This is an optimization exercise on Yosys and OpenROAD, whose aim is small area, a short achievable clock period and few clock cycles per item, not a production implementation.
At most, simulation tests tie the RTL to the original design; equivalence was not proved.
Power and IR drop assume default switching activity.

Setup of T:
## source_text_tokenizer
module source_text_tokenizer (
  input  logic                             clk_i,
  input  logic                             rst_ni,
  input  logic                             txt_valid_i,
  output logic                             txt_ready_o,
  input  logic [7:0]                       txt_char_i,
  input  logic                             txt_end_i,
  output logic                             tok_valid_o,
  input  logic                             tok_ready_i,
  output logic [stt_pkg::KindBits-1:0]     tok_kind_o,
  output logic [stt_pkg::LineBits-1:0]     tok_line_o,
  output logic [stt_pkg::ColBits-1:0]      tok_col_o,
  output logic [stt_pkg::OffsetBits-1:0]   tok_offset_o,
  output logic [stt_pkg::LengthBits-1:0]   tok_length_o,
  output logic                             tok_last_o
);
For scale: roughly 720 cells after synthesis, about 100 I/O pins, about 7800 um2 of cells after synthesis.
clock: 5.0 ns
lec_check: 0
cap_margin: 20
core_margin: 2
core_utilization: 40
cts_buf_list: sky130_fd_sc_hd__clkbuf_8
setup_slack_margin: 2.45
slew_margin: 20
standard.sh (not shown) runs the stock make flow with config.mk's settings and CLKGATE_MAP_FILE= SYNTH_SCRIPT=/design/flow/synth_recipe.tcl, a recipe that flattens the netlist after the stock synthesis.
==> flow/flow/run.sh <==
#!/bin/bash
# The standard layout (standard.sh, the standard flow's own ORFS run) with these ORFS
# settings changed; make's full output goes to make.log here, each ORFS step's
# log to orfs/logs.
set -euo pipefail
export BUFFER_PORTS_ARGS="-buffer_cell sky130_fd_sc_hd__buf_1"
export SKIP_GATE_CLONING=1
bash standard.sh > make.log 2>&1
The following lists how S was set up differently from T:
--- a/flow/design.v
+++ b/flow/design.v
@@ -204,17 +204,16 @@
   stt_pkg::col_t    col_q, col_d, tsc_q;
   stt_pkg::offset_t off_q, off_d, tso_q;
   stt_pkg::length_t run_q, run_d;
   logic             ph_q, ph_d;        
   logic             ctop_q, otop_q;    
   pres_t            pr_q, pr_d;
   logic hold_dot, absorbed, start;
   logic take, consume, step, cur_free, in_xfer;
-  logic idle_q;    
   logic adv, two, lf_adv, radv;
   logic off_top, col_top, run_top, oc1, cc1, rc1;
   assign hold_dot = mode_q.num && cur_q.dt && !seen_q;
   assign absorbed = (mode_q.id && cur_q.al) || (mode_q.num && cur_q.dg) || hold_dot ||
                     (mode_q.dot && cur_q.dg) || (mode_q.op && cur_q.eq);
   assign start    = !cur_q.e && !absorbed && (cur_q.al || cur_q.dg || cur_q.eq || cur_q.bg);
   assign tok_valid_o  = pr_q.v;
   assign tok_kind_o   = pr_q.kind;
@@ -223,17 +222,17 @@
   assign tok_col_o    = ({16{pr_q.sa}} & tsc_q) |
                         ({16{pr_q.sp}} & {col_q[15:1], col_q[0] || (pr_q.sb && ctop_q)});
   assign tok_offset_o = ({32{pr_q.sa}} & tso_q) |
                         ({32{pr_q.sp}} & {off_q[31:1], off_q[0] || (pr_q.sb && otop_q)});
   assign tok_length_o = pr_q.lrun ? run_q : {14'd0, pr_q.lsm};
   assign take     = pr_q.v && tok_ready_i;
   assign step     = take && pr_q.stp;
   assign consume  = (cur_vld_q && !pr_q.v) || (take && pr_q.fin);
-  assign cur_free = idle_q || (tok_ready_i && pr_q.fin);
+  assign cur_free = !cur_vld_q || consume;
   assign txt_ready_o = cur_free;
   assign in_xfer     = txt_valid_i && cur_free;
   assign in_cls      = classify(txt_char_i, txt_end_i);
   assign adv    = step || (consume && !cur_q.e && !hold_dot);
   assign two    = consume && mode_q.dot;
   assign lf_adv = consume && cur_q.lf;
   assign radv   = consume && (mode_q.id || mode_q.num || mode_q.dot) && absorbed && !hold_dot;
   assign off_top = &off_q[31:1];
@@ -298,26 +297,24 @@
     if (!rst_ni) begin
       cur_vld_q <= 1'b0;
       ph_q      <= 1'b0;
       mode_q    <= '0;
       line_q    <= stt_pkg::line_t'(1);
       col_q     <= stt_pkg::col_t'(1);
       off_q     <= '0;
       pr_q.v    <= 1'b0;
-      idle_q    <= 1'b1;
     end else begin
       cur_vld_q <= cur_vld_d;
       ph_q      <= ph_d;
       mode_q    <= mode_d;
       line_q    <= line_d;
       col_q     <= col_d;
       off_q     <= off_d;
       pr_q.v    <= pr_d.v;
-      idle_q    <= !cur_vld_d || !pr_d.v;
     end
   end
   always_ff @(posedge clk_i) begin
     cur_q  <= cur_d;
     if (consume && start) begin
       tsc_q <= col_q;
       tso_q <= off_q;
     end
Notes after the runs:
- Quantity of I/O buffers inserted on ports: S vs T identical
- Hold slack in S is 26 ps higher than in T
- Taking S as 1.0, T lands at 1.07 on count of buffers not belonging to the clock network in the layout.
- Of the two values seen for cell type of the slowest stage on the worst timing path, or4_4 was produced by T and and3_4 by S.
- T has a lower clock skew than S.
- On share of the synthesized netlist area taken by xor and xnor gates: between T and S, it ends up higher for S.
Testbench counts of S, summed over its fixed seeds: cycles 24,838, bytes 24,017.
No functional check of the RTL was part of T.


source_text_tokenizer with an RTL version that a note above also has.
For scale: roughly 700 cells after synthesis, about 0.0076 sq mm of cells after synthesis.
export LEC_CHECK = 0
export CAP_MARGIN = 20
export CORE_MARGIN = 2
export CORE_UTILIZATION = 40
export CTS_BUF_LIST = sky130_fd_sc_hd__clkbuf_8
export SETUP_SLACK_MARGIN = 2.42
export SLEW_MARGIN = 20
create_clock -name core_clock -period 5.0 [get_ports {clk_i}]
Scripts as last shown in full above: flow/flow/run.sh
Testbench counts at the start, summed over its fixed seeds: cycles 24,838, bytes 24,017.
==> next run, changes <==
--- a/flow/design.v
+++ b/flow/design.v
@@ -154,48 +154,40 @@
     r.sk = stt_pkg::single_kind(c);
     classify = r;
   endfunction
   function automatic pres_t present(input cls_t x, input logic vld, input mode_t m,
                                     input logic bang, input logic seen, input logic ph);
     pres_t r;
-    logic hold_dot, a_ex, c_ex, c_idle, special, sp_x;
+    logic hold_dot, a_ex, c_ex, c_idle, special, sp_x, sc, a_only;
+    logic [4:0] ka, kc;
     hold_dot = m.num && x.dt && !seen;
     a_ex     = (m.id && !x.al) || (m.num && !x.dg && !hold_dot) || (m.dot && !x.dg) || m.op;
     c_ex     = x.e || (x.sg && !hold_dot);
     c_idle   = x.e || x.sg;
     special  = m.dot && !x.dg;
     sp_x     = !(x.e || x.al || x.dg || x.eq || x.bg || x.sg);
     r.sa     = a_ex && !ph;
     r.sp     = !r.sa;
     r.sb     = special && ph;
     r.v      = vld && (a_ex || c_ex);
-    if (r.sa) begin
-      r.last = !special && !c_ex;
-      r.fin  = !special && !c_ex;
-      r.stp  = 1'b0;
-      r.lrun = !m.op;
-      r.lsm  = {x.eq, !x.eq};
-      if (m.id)       r.kind = stt_pkg::TK_IDENT;
-      else if (m.op)  r.kind = bang ? (x.eq ? stt_pkg::TK_NOT_EQ : stt_pkg::TK_BANG)
-                                    : (x.eq ? stt_pkg::TK_EQ : stt_pkg::TK_ASSIGN);
-      else            r.kind = (m.num && seen) ? stt_pkg::TK_DOUBLE : stt_pkg::TK_INT;
-    end else if (r.sb) begin
-      r.last = !c_idle;
-      r.fin  = sp_x;
-      r.stp  = !sp_x;
-      r.lrun = 1'b0;
-      r.lsm  = 2'd1;
-      r.kind = stt_pkg::TK_ILLEGAL;
-    end else begin
-      r.last = 1'b1;
-      r.fin  = 1'b1;
-      r.stp  = 1'b0;
-      r.lrun = 1'b0;
-      r.lsm  = {1'b0, !x.e};
-      r.kind = x.e ? stt_pkg::TK_EOF : x.sk;
-    end
+    sc     = !r.sa && !r.sb;
+    a_only = r.sa && !special && !c_ex;
+    r.last = a_only || (r.sb && !c_idle) || sc;
+    r.fin  = a_only || (r.sb && sp_x) || sc;
+    r.stp  = r.sb && !sp_x;
+    r.lrun = r.sa && !m.op;
+    r.lsm  = {r.sa && x.eq, (r.sa && !x.eq) || r.sb || (sc && !x.e)};
+    ka     = ({5{m.id}} & stt_pkg::TK_IDENT) |
+             ({5{m.op && !bang && !x.eq}} & stt_pkg::TK_ASSIGN) |
+             ({5{m.op && !bang && x.eq}} & stt_pkg::TK_EQ) |
+             ({5{m.op && bang && !x.eq}} & stt_pkg::TK_BANG) |
+             ({5{m.op && bang && x.eq}} & stt_pkg::TK_NOT_EQ) |
+             ({5{m.num && seen}} & stt_pkg::TK_DOUBLE) |
+             ({5{(m.num && !seen) || m.dot}} & stt_pkg::TK_INT);
+    kc     = x.e ? stt_pkg::TK_EOF : x.sk;
+    r.kind = ({5{r.sa}} & ka) | ({5{sc}} & kc);
     present = r;
   endfunction
   logic cur_vld_q, cur_vld_d;
   cls_t cur_q, in_cls, cur_d;
   mode_t            mode_q, mode_d;
   logic             bang_q, bang_d;    
Hold slack degrades by 35 ps.
Synthesized area hardly moves.
Register-to-register slack gets worse by 160 ps.
First-iteration DRC count went up by a quarter to a third.
Flip-flop and latch count stays the same.
Sequential share of layout area came out lower by 0.93 points.
Utilization goes up by 0.79 points.
Setup slack stays flat.
Critical path depth is higher by 4.
Via count went up slightly.
Routed wire length rose by a few percent.
Maximum frequency is about the same.
Clock skew barely changes.
Die area stays flat.
The RTL of the second run of this note was laid out without a check of its function.


Another version of the RTL of source_text_tokenizer (not shown whole).
Size: roughly 930 cells after synthesis, about 190 flip-flops, roughly 100 I/O pins, about 0.0099 mm^2 of cells after synthesis.
## source_text_tokenizer
module source_text_tokenizer (
  input  logic                             clk_i,
  input  logic                             rst_ni,
  input  logic                             txt_valid_i,
  output logic                             txt_ready_o,
  input  logic [7:0]                       txt_char_i,
  input  logic                             txt_end_i,
  output logic                             tok_valid_o,
  input  logic                             tok_ready_i,
  output logic [stt_pkg::KindBits-1:0]     tok_kind_o,
  output logic [stt_pkg::LineBits-1:0]     tok_line_o,
  output logic [stt_pkg::ColBits-1:0]      tok_col_o,
  output logic [stt_pkg::OffsetBits-1:0]   tok_offset_o,
  output logic [stt_pkg::LengthBits-1:0]   tok_length_o,
  output logic                             tok_last_o
);
  typedef struct packed {
    logic       e;
    logic       al;
    logic       dg;
    logic       dt;
    logic       eq;
    logic       bg;
    logic       lf;
    logic       sg;
    logic [4:0] sk;
  } cls_t;
  typedef struct packed {
    logic id;
    logic num;
    logic dot;    
    logic op;     
  } mode_t;
  typedef struct packed {
    logic       v;       
    logic       last;
    logic       fin;     
    logic       stp;     
    logic [4:0] kind;
  } pres_t;
  typedef struct packed {
    pres_t      p;
    logic       sa;      
    logic       sb;      
    logic       lrun;    
    logic [1:0] lsm;
  } pinfo_t;
  function automatic cls_t classify(input logic [7:0] c, input logic end_i);
    cls_t r;
    logic e;
    e    = end_i || (c == stt_pkg::ChNul);
    r.e  = e;
    r.al = !e && stt_pkg::is_alpha(c);
    r.dg = !e && stt_pkg::is_digit(c);
    r.dt = !e && (c == stt_pkg::ChDot);
    r.eq = !e && (c == stt_pkg::ChEq);
    r.bg = !e && (c == stt_pkg::ChBang);
    r.lf = !e && (c == stt_pkg::ChLf);
    r.sg = !e && !stt_pkg::is_alpha(c) && !stt_pkg::is_digit(c) && !stt_pkg::is_space(c) &&
  ...
clock: 5.0 ns
lec_check: 0
cap_margin: 20
core_margin: 2
core_utilization: 40
cts_buf_list: sky130_fd_sc_hd__clkbuf_8
setup_slack_margin: 3
slew_margin: 20
==> flow/flow/run.sh <==
#!/bin/bash
# The standard layout (standard.sh, the standard flow's own ORFS run) with these ORFS
# settings changed; make's full output goes to make.log here, each ORFS step's
# log to orfs/logs.
set -euo pipefail
export BUFFER_PORTS_ARGS="-buffer_cell sky130_fd_sc_hd__buf_1"
bash standard.sh > make.log 2>&1
Next try:
--- a/flow/design.v
+++ b/flow/design.v
@@ -227,16 +227,16 @@
   logic             x_hold_q, x_start_q, x_radv_q;
   scan_t            nscan;
   stt_pkg::line_t   line_q;
   stt_pkg::col_t    col_q, ocol_q;
   stt_pkg::offset_t off_q, ooff_q;
   stt_pkg::length_t olen_q;
   pres_t            pr_q;
-  logic             run_top, fin_idle;
-  stt_pkg::length_t fin_run, fin_len;
+  logic             run_top;
+  stt_pkg::length_t fin_run;
   pinfo_t           fin_p, stp_p, nxt_p;
   mode_t            stp_mode;
   logic             a1, t1, l1, off_top, col_top, oc1, cc1, lc1;
   stt_pkg::line_t   line_inc;
   stt_pkg::col_t    col_inc;
   stt_pkg::offset_t off_inc;
   logic take, do_fin, do_stp, do_nxt, pop, push;
@@ -248,32 +248,24 @@
   assign tok_offset_o = ooff_q;
   assign tok_length_o = olen_q;
   assign txt_ready_o = !fv1_q;
   assign push        = txt_valid_i && !fv1_q;
   assign in_byte     = classify(txt_char_i, txt_end_i);
   assign run_top  = &olen_q[15:1];
   assign nscan    = scan(fq0_q, nmode_q, nbang_q, nseen_q);
-  assign fin_idle = !(nmode_q.id || nmode_q.num || nmode_q.dot || nmode_q.op);
   always_comb begin
     if (x_start_q) begin
       fin_run = stt_pkg::length_t'(1);
     end else begin
       fin_run[0] = x_radv_q ? (run_top || (olen_q[0] ^ !mode_q.dot)) : olen_q[0];
       for (int i = 1; i < 16; i++) begin
         fin_run[i] = olen_q[i] ^ (x_radv_q && !run_top && (mode_q.dot || olen_q[0]) &&
                                   (&(olen_q | ~((16'd1 << i) - 16'd2))));
       end
     end
-    if (fin_idle) begin
-      fin_len = {15'd0, !fq0_q.e};
-    end else if (nmode_q.op) begin
-      fin_len = {14'd0, fq0_q.eq, !fq0_q.eq};
-    end else begin
-      fin_len = fin_run;
-    end
     stp_mode     = mode_q;
     stp_mode.dot = 1'b0;
   end
   assign fin_p = present(fq0_q, fv0_q, nmode_q, nbang_q, nseen_q, 1'b0);
   assign stp_p = present(cur_q, 1'b1, stp_mode, bang_q, seen_q, 1'b0);
   assign nxt_p = present(cur_q, 1'b1, mode_q, bang_q, seen_q, 1'b1);
   assign a1      = pr_q.stp || (cur_vld_q && !cur_q.e && !x_hold_q);
@@ -358,28 +350,30 @@
       x_radv_q  <= fv0_q && nscan.radv;
       if (fv0_q) begin
         nbang_q <= nscan.bang;
         nseen_q <= nscan.seen;
       end
       {pr_q.last, pr_q.fin, pr_q.stp, pr_q.kind} <=
         {fin_p.p.last, fin_p.p.fin, fin_p.p.stp, fin_p.p.kind};
-      if (fin_idle) begin
+      if (fin_p.p.v && !fin_p.sa) begin
         ocol_q <= col_inc;
         ooff_q <= off_inc;
       end else if (x_start_q) begin
         ocol_q <= col_q;
         ooff_q <= off_q;
       end
-      olen_q <= fin_len;
+      olen_q <= (fin_p.p.v && !fin_p.lrun) ? {14'd0, fin_p.lsm} : fin_run;
     end else if (do_stp) begin
       {pr_q.last, pr_q.fin, pr_q.stp, pr_q.kind} <=
         {stp_p.p.last, stp_p.p.fin, stp_p.p.stp, stp_p.p.kind};
-      ocol_q <= col_inc;
-      ooff_q <= off_inc;
-      olen_q <= {14'd0, stp_p.lsm};
+      if (stp_p.p.v) begin
+        ocol_q <= col_inc;
+        ooff_q <= off_inc;
+        olen_q <= {14'd0, stp_p.lsm};
+      end
     end else if (do_nxt) begin
       {pr_q.last, pr_q.fin, pr_q.stp, pr_q.kind} <=
         {nxt_p.p.last, nxt_p.p.fin, nxt_p.p.stp, nxt_p.p.kind};
       ocol_q <= {col_q[15:1], col_q[0] || (nxt_p.sb && col_top)};
       ooff_q <= {off_q[31:1], off_q[0] || (nxt_p.sb && off_top)};
       olen_q <= {14'd0, nxt_p.lsm};
     end
Result: The changed run finished with timing, DRC and antenna clean. Non-clock buffer count came out lower by 22. Count of clock-buffer cells in the layout came out higher by 1. Routed wire length goes up by a few percent. Sequential cell count stays the same. Critical path depth does not change. Via count falls slightly. Die area grows slightly. Cell area shrinks by a few percent. Setup slack is better by 320 ps. Worst hold slack is worse by 13 ps. Total power is higher by a few percent. Maximum frequency rose by about a fifth. Clock skew stays flat. First-iteration DRC count increases by a little under a tenth.
No run of this note included a check of the RTL's function; only the layout flow was run.

-- re-timing with driven ports --
The flow's constraints put no driver on any port. The routed layouts listed below were extracted and timed again, unchanged, in two steps.
Step 1: set_driving_cell puts a clkbuf_16 on clk_i and a buf_2 on each other input, an assumption about the parent block.
Step 2 moves the port delays by t, midway between the first and last clock arrival at a register: inputs arrive t later, outputs are due t later. That takes back most of the time a late clock gives input paths.
Three values: ideal ports, drivers, drivers and shift; two values: the first two.
run | t, ns | setup slack, ns | worst hold slack (ns) | clock arrival spread, ns | worst slew at a driven data input, ns
T | 0.489 | 2.449 / 2.427 / 1.967 | 0.456 / 0.449 / 0.458 | 0.017 / 0.017 | 0.06
S | 0.485 | 2.469 / 2.408 / 2.062 | 0.482 / 0.482 / 0.482 | 0.024 / 0.024 | 0.08
the first run of note 2 | 0.491 | 2.448 / 2.400 / 2.039 | 0.490 / 0.490 / 0.490 | 0.017 / 0.017 | 0.06
the second run of note 2 | 0.485 | 2.447 / 2.403 / 1.940 | 0.454 / 0.454 / 0.454 | 0.018 / 0.017 | 0.06
the first run of note 3 | 0.514 | 2.479 / 2.479 / 2.354 | 0.442 / 0.442 / 0.442 | 0.020 / 0.021 | 0.10
the second run of note 3 | 0.529 | 2.799 / 2.778 / 2.302 | 0.429 / 0.429 / 0.429 | 0.022 / 0.022 | 0.09
After both steps setup and hold are still met in every run listed. The setup slack of the second run of note 2, which loses most, moves by -0.044 ns with the drivers and by -0.507 ns with both steps.
